Source: an optimization exercise on an open RTL-to-GDS flow (aim: small area and a short achievable clock period). Production flows keep margins and buffers that such runs may drop. Function was checked by simulation only, so behaviour that the tests miss may differ from the original. Power figures rest on the tool's default switching activity, not on a simulated workload.

==> flow/design.v <==
package offload_pkg;
  localparam int unsigned NumExt      = 4;
  localparam int unsigned NumRsp      = 5;
  localparam int unsigned IdWidth     = 5;
  localparam int unsigned DataWidth   = 32;
  localparam int unsigned TargetWidth = 3;
  localparam int unsigned RspIdxWidth = $clog2(NumRsp);
  localparam int unsigned NumSsrs      = 3;
  localparam int unsigned NumCfgRegs   = 8;
  localparam int unsigned SsrIdxWidth  = 5;
  localparam int unsigned RegIdxWidth  = 7;
  localparam int unsigned CfgAddrWidth = SsrIdxWidth + RegIdxWidth;
  localparam int unsigned SsrSelWidth  = $clog2(NumSsrs);
  localparam int unsigned RegSelWidth  = $clog2(NumCfgRegs);
  localparam logic [6:0] SsrCfgOpcode = 7'h2b;
  typedef enum logic [TargetWidth-1:0] {
    TgtFpu    = 3'd0,
    TgtMulDiv = 3'd1,
    TgtDma    = 3'd2,
    TgtIpu    = 3'd3,
    TgtSsr    = 3'd4
  } target_e;
  typedef enum logic [2:0] {
    OpScfgri = 3'd1,
    OpScfgwi = 3'd2,
    OpScfgr  = 3'd5,
    OpScfgw  = 3'd6
  } ssr_op_e;
  typedef enum logic [1:0] {
    KindRead    = 2'd0,
    KindWrite   = 2'd1,
    KindIllegal = 2'd2
  } cfg_kind_e;
endpackage
`timescale 1ns/10ps
module offload_arb_mask (
  input  logic [offload_pkg::NumRsp-1:0]                             rr_i,     
  output logic [offload_pkg::NumRsp-1:0][offload_pkg::NumRsp-1:0]    blk_o     
);
  localparam int unsigned N = offload_pkg::NumRsp;
  always_comb begin
    for (int i = 0; i < N; i++) begin
      for (int j = 0; j < N; j++) begin
        blk_o[i][j] = 1'b0;
        for (int p = 0; p < N; p++) begin
          if (((j - p + N) % N) < ((i - p + N) % N)) begin
            blk_o[i][j] = blk_o[i][j] | rr_i[p];
          end
        end
      end
    end
  end
endmodule
module offload_arb_sel (
  input  logic [offload_pkg::NumExt-1:0]                             valid_i,
  input  logic [offload_pkg::NumRsp-1:0]                             en_i,
  input  logic [offload_pkg::NumRsp-1:0][offload_pkg::NumExt-1:0]    blk_i,
  output logic [offload_pkg::NumRsp-1:0]                             sel_o
);
  always_comb begin
    for (int i = 0; i < offload_pkg::NumRsp; i++) begin
      sel_o[i] = en_i[i] & ~|(valid_i & blk_i[i]);
      if (i < offload_pkg::NumExt) begin
        sel_o[i] = sel_o[i] & valid_i[i];
      end
    end
  end
endmodule
`timescale 1ns/10ps
module offload_hub (
  input  logic                                                       clk_i,
  input  logic                                                       rst_ni,
  input  logic                                                       acc_qvalid_i,
  output logic                                                       acc_qready_o,
  input  logic [offload_pkg::TargetWidth-1:0]                        acc_qtarget_i,
  input  logic [offload_pkg::IdWidth-1:0]                            acc_qid_i,
  input  logic [offload_pkg::DataWidth-1:0]                          acc_qop_i,
  input  logic [offload_pkg::DataWidth-1:0]                          acc_qarga_i,
  input  logic [offload_pkg::DataWidth-1:0]                          acc_qargb_i,
  output logic                                                       acc_pvalid_o,
  input  logic                                                       acc_pready_i,
  output logic [offload_pkg::IdWidth-1:0]                            acc_pid_o,
  output logic [offload_pkg::DataWidth-1:0]                          acc_pdata_o,
  output logic                                                       acc_perror_o,
  output logic [offload_pkg::NumExt-1:0]                             ext_qvalid_o,
  input  logic [offload_pkg::NumExt-1:0]                             ext_qready_i,
  output logic [offload_pkg::IdWidth-1:0]                            ext_qid_o,
  output logic [offload_pkg::DataWidth-1:0]                          ext_qop_o,
  output logic [offload_pkg::DataWidth-1:0]                          ext_qarga_o,
  output logic [offload_pkg::DataWidth-1:0]                          ext_qargb_o,
  input  logic [offload_pkg::NumExt-1:0]                             ext_pvalid_i,
  output logic [offload_pkg::NumExt-1:0]                             ext_pready_o,
  input  logic [offload_pkg::NumExt-1:0][offload_pkg::IdWidth-1:0]   ext_pid_i,
  input  logic [offload_pkg::NumExt-1:0][offload_pkg::DataWidth-1:0] ext_pdata_i,
  input  logic [offload_pkg::NumExt-1:0]                             ext_perror_i
);
  localparam int unsigned NumRsp = offload_pkg::NumRsp;
  localparam int unsigned NumW   = offload_pkg::NumSsrs * offload_pkg::NumCfgRegs;
  localparam int unsigned DW     = offload_pkg::DataWidth;
  localparam int unsigned IW     = offload_pkg::IdWidth;
  assign ext_qid_o   = acc_qid_i;
  assign ext_qop_o   = acc_qop_i;
  assign ext_qarga_o = acc_qarga_i;
  assign ext_qargb_o = acc_qargb_i;
  logic [NumRsp-1:0] rr_q;       
  logic [NumRsp-1:0] ek_q;       
  logic [NumRsp-1:0][NumRsp-1:0] blk_q;  
  logic              rsp_valid_q;
  logic              rsp_valid_d;
  logic [IW-1:0]     rsp_id_q;
  logic [DW-1:0]     rsp_data_q;
  logic              rsp_error_q;
  logic [DW-1:0]     cfg_q [NumW];
  logic [NumRsp-1:0]              en;
  logic [NumRsp-1:0][NumRsp-2:0]  blk;
  logic [NumRsp-1:0]              sel;
  assign en  = ek_q;
  always_comb begin
    for (int i = 0; i < NumRsp; i++) begin
      blk[i] = blk_q[i][NumRsp-2:0];
    end
  end
  localparam int unsigned PW    = DW + IW + 1;      
  localparam int unsigned NGrp  = 4;                
  localparam int unsigned GrpW  = (PW + NGrp - 1) / NGrp;
  logic [NGrp:0][NumRsp-1:0]      sel_c;            
  logic [NumRsp-1:0][PW-1:0]      pay;
  logic [PW-1:0]                  pay_o;
  for (genvar c = 0; c <= NGrp; c++) begin : g_sel
    offload_arb_sel i_arb_sel (
      .valid_i (ext_pvalid_i),
      .en_i    (en),
      .blk_i   (blk),
      .sel_o   (sel_c[c])
    );
  end
  assign sel = sel_c[NGrp];
  assign acc_pvalid_o = |sel;
  always_comb begin
    for (int i = 0; i < offload_pkg::NumExt; i++) begin
      pay[i] = {ext_perror_i[i], ext_pid_i[i], ext_pdata_i[i]};
    end
    pay[4] = {rsp_error_q, rsp_id_q, rsp_data_q};
    for (int b = 0; b < PW; b++) begin
      pay_o[b] = 1'b0;
      for (int i = 0; i < NumRsp; i++) begin
        pay_o[b] = pay_o[b] | (pay[i][b] & sel_c[b / GrpW][i]);
      end
    end
  end
  assign {acc_perror_o, acc_pid_o, acc_pdata_o} = pay_o;
  assign ext_pready_o = sel[3:0] & {4{acc_pready_i}};
  logic                           stall;
  logic                           xfer;
  logic [NumRsp-1:0]              rr_d;
  logic [NumRsp-1:0][NumRsp-1:0]  blk_rr;
  assign stall = acc_pvalid_o & ~acc_pready_i;
  assign xfer  = acc_pvalid_o & acc_pready_i;
  assign rr_d  = xfer ? {sel[NumRsp-2:0], sel[NumRsp-1]} : rr_q;
  offload_arb_mask i_arb_mask (
    .rr_i  (rr_d),
    .blk_o (blk_rr)
  );
  always_ff @(posedge clk_i or negedge rst_ni) begin
    if (!rst_ni) begin
      rr_q  <= NumRsp'(1);
      ek_q  <= {1'b0, {(NumRsp-1){1'b1}}};
      for (int i = 0; i < NumRsp; i++) begin
        for (int j = 0; j < NumRsp; j++) begin
          blk_q[i][j] <= (j < i);
        end
      end
    end else begin
      rr_q <= rr_d;
      if (stall) begin
        ek_q  <= {sel[NumRsp-1] & rsp_valid_d, sel[NumRsp-2:0]};
        blk_q <= '0;
      end else begin
        for (int i = 0; i < NumRsp - 1; i++) begin
          ek_q[i] <= ~(rsp_valid_d & blk_rr[i][NumRsp-1]);
        end
        ek_q[NumRsp-1] <= rsp_valid_d;
        blk_q <= blk_rr;
      end
    end
  end
  logic        cfg_ready;
  logic        cfg_valid;
  logic        accept;
  logic [2:0]  f3;
  logic        legal;
  logic        is_write;
  logic [11:0] addr;
  logic [NumW-1:0] hit;
  assign cfg_ready   = ~rsp_valid_q | (sel[4] & acc_pready_i);
  assign rsp_valid_d = cfg_ready ? cfg_valid : rsp_valid_q;
  assign cfg_valid = acc_qvalid_i & acc_qtarget_i[2];
  assign accept    = cfg_valid & cfg_ready;
  always_comb begin
    ext_qvalid_o = '0;
    if (!acc_qtarget_i[2]) begin
      ext_qvalid_o[acc_qtarget_i[1:0]] = acc_qvalid_i;
      acc_qready_o = ext_qready_i[acc_qtarget_i[1:0]];
    end else begin
      acc_qready_o = cfg_ready;
    end
  end
  assign f3       = acc_qop_i[14:12];
  assign legal    = (acc_qtarget_i == 3'd4) && (acc_qop_i[6:0] == offload_pkg::SsrCfgOpcode) &&
                    (f3[1] ^ f3[0]);
  assign is_write = f3[1];
  assign addr     = f3[2] ? acc_qargb_i[11:0] : acc_qop_i[31:20];
  always_comb begin
    for (int s = 0; s < offload_pkg::NumSsrs; s++) begin
      for (int r = 0; r < offload_pkg::NumCfgRegs; r++) begin
        hit[s*offload_pkg::NumCfgRegs + r] = legal && (addr[4:0] == 5'(s)) && (addr[11:5] == 7'(r));
      end
    end
  end
  logic [DW-1:0] old_data;
  always_comb begin
    old_data = '0;
    for (int k = 0; k < NumW; k++) begin
      old_data = old_data | (cfg_q[k] & {DW{hit[k]}});
    end
  end
  logic [DW-1:0] wdata;
  assign wdata = acc_qarga_i & {DW{rst_ni}};
  for (genvar k = 0; k < NumW; k++) begin : g_word
    logic we;
    assign we = (accept & is_write & hit[k]) | ~rst_ni;
    always_ff @(posedge clk_i) begin
      if (we) cfg_q[k] <= wdata;
    end
  end
  always_ff @(posedge clk_i or negedge rst_ni) begin
    if (!rst_ni) begin
      rsp_valid_q <= 1'b0;
    end else begin
      rsp_valid_q <= rsp_valid_d;
    end
  end
  always_ff @(posedge clk_i) begin
    if (accept) begin
      rsp_id_q    <= (legal & is_write) ? '0 : acc_qid_i;
      rsp_data_q  <= old_data;
      rsp_error_q <= ~legal;
    end
  end
endmodule
Settings: LEC_CHECK=0, CAP_MARGIN=20, CORE_MARGIN=2, CORE_UTILIZATION=65, CTS_BUF_LIST=sky130_fd_sc_hd__clkbuf_8, PLACE_DENSITY=0.75, SETUP_SLACK_MARGIN=3.2, SLEW_MARGIN=20, SYNTH_HIERARCHICAL=1, SYNTH_MINIMUM_KEEP_SIZE=0; clock period 7.0 ns.
standard.sh (not shown) runs the stock make flow with config.mk's settings and CLKGATE_MAP_FILE= SYNTH_SCRIPT=/design/flow/synth_recipe.tcl, a recipe that flattens the netlist after the stock synthesis.
==> flow/flow/run.sh <==
#!/bin/bash
# Standard layout, with the port buffers inserted as plain buffers
# (resizable later) instead of the default delay cells.
set -euo pipefail
bash standard.sh synth > synth.log 2>&1
export BUFFER_PORTS_ARGS="-buffer_cell sky130_fd_sc_hd__buf_2"
bash standard.sh finish > layout.log 2>&1
The baseline produced a clean layout.
Then changed:
--- a/flow/flow/run.sh
+++ b/flow/flow/run.sh
@@ -4,4 +4,4 @@
 set -euo pipefail
 bash standard.sh synth > synth.log 2>&1
-export BUFFER_PORTS_ARGS="-buffer_cell sky130_fd_sc_hd__buf_2"
+export BUFFER_PORTS_ARGS="-buffer_cell sky130_fd_sc_hd__buf_1"
 bash standard.sh finish > layout.log 2>&1
CTS_BUF_LIST = sky130_fd_sc_hd__clkbuf_16   (was sky130_fd_sc_hd__clkbuf_8)
CTS_CLUSTER_DIAMETER = 60   (was not set)
CTS_CLUSTER_SIZE = 24   (was not set)
SETUP_SLACK_MARGIN = 3.0   (was 3.2)
Clock-buffer cell count fell by 87.
Clock skew is about the same.
Power fell by a few percent.
Setup slack is better by 0.070 ns.
Register-to-register slack is better by 0.06 ns.
Critical path depth climbs by 1.
Area after synthesis is unchanged.
Fmax climbs slightly.
Wire length decreases slightly.

what the ideal ports hide:
Ports are ideal in the flow. The routed layouts listed here were re-timed in OpenROAD.
Step 1: set_driving_cell puts a clkbuf_16 on clk_i and a buf_2 on each other input, an assumption about the parent block.
Step 2 adds t to the input delays and takes it off the output delays; t is the mean of the earliest and latest rising clock arrival at the registers after step 1. Input paths then give back, and output paths get back, about the clock's delay inside the block.
Three values: no drivers, after step 1, after step 2; two values: the first two.
run | shift t [ns] | slack for setup (ns) | worst slew at a driven data input, ns | pins driven straight from the clock port
the first run | 0.861 | 2.595 / 2.350 / 2.216 | 0.27 | 1
the second run | 0.691 | 2.665 / 2.548 / 2.212 | 0.19 | 1
After both steps every run listed still meets setup and hold. The setup slack of the second run, which loses most, moves by -0.117 ns with the drivers and by -0.453 ns with both steps.
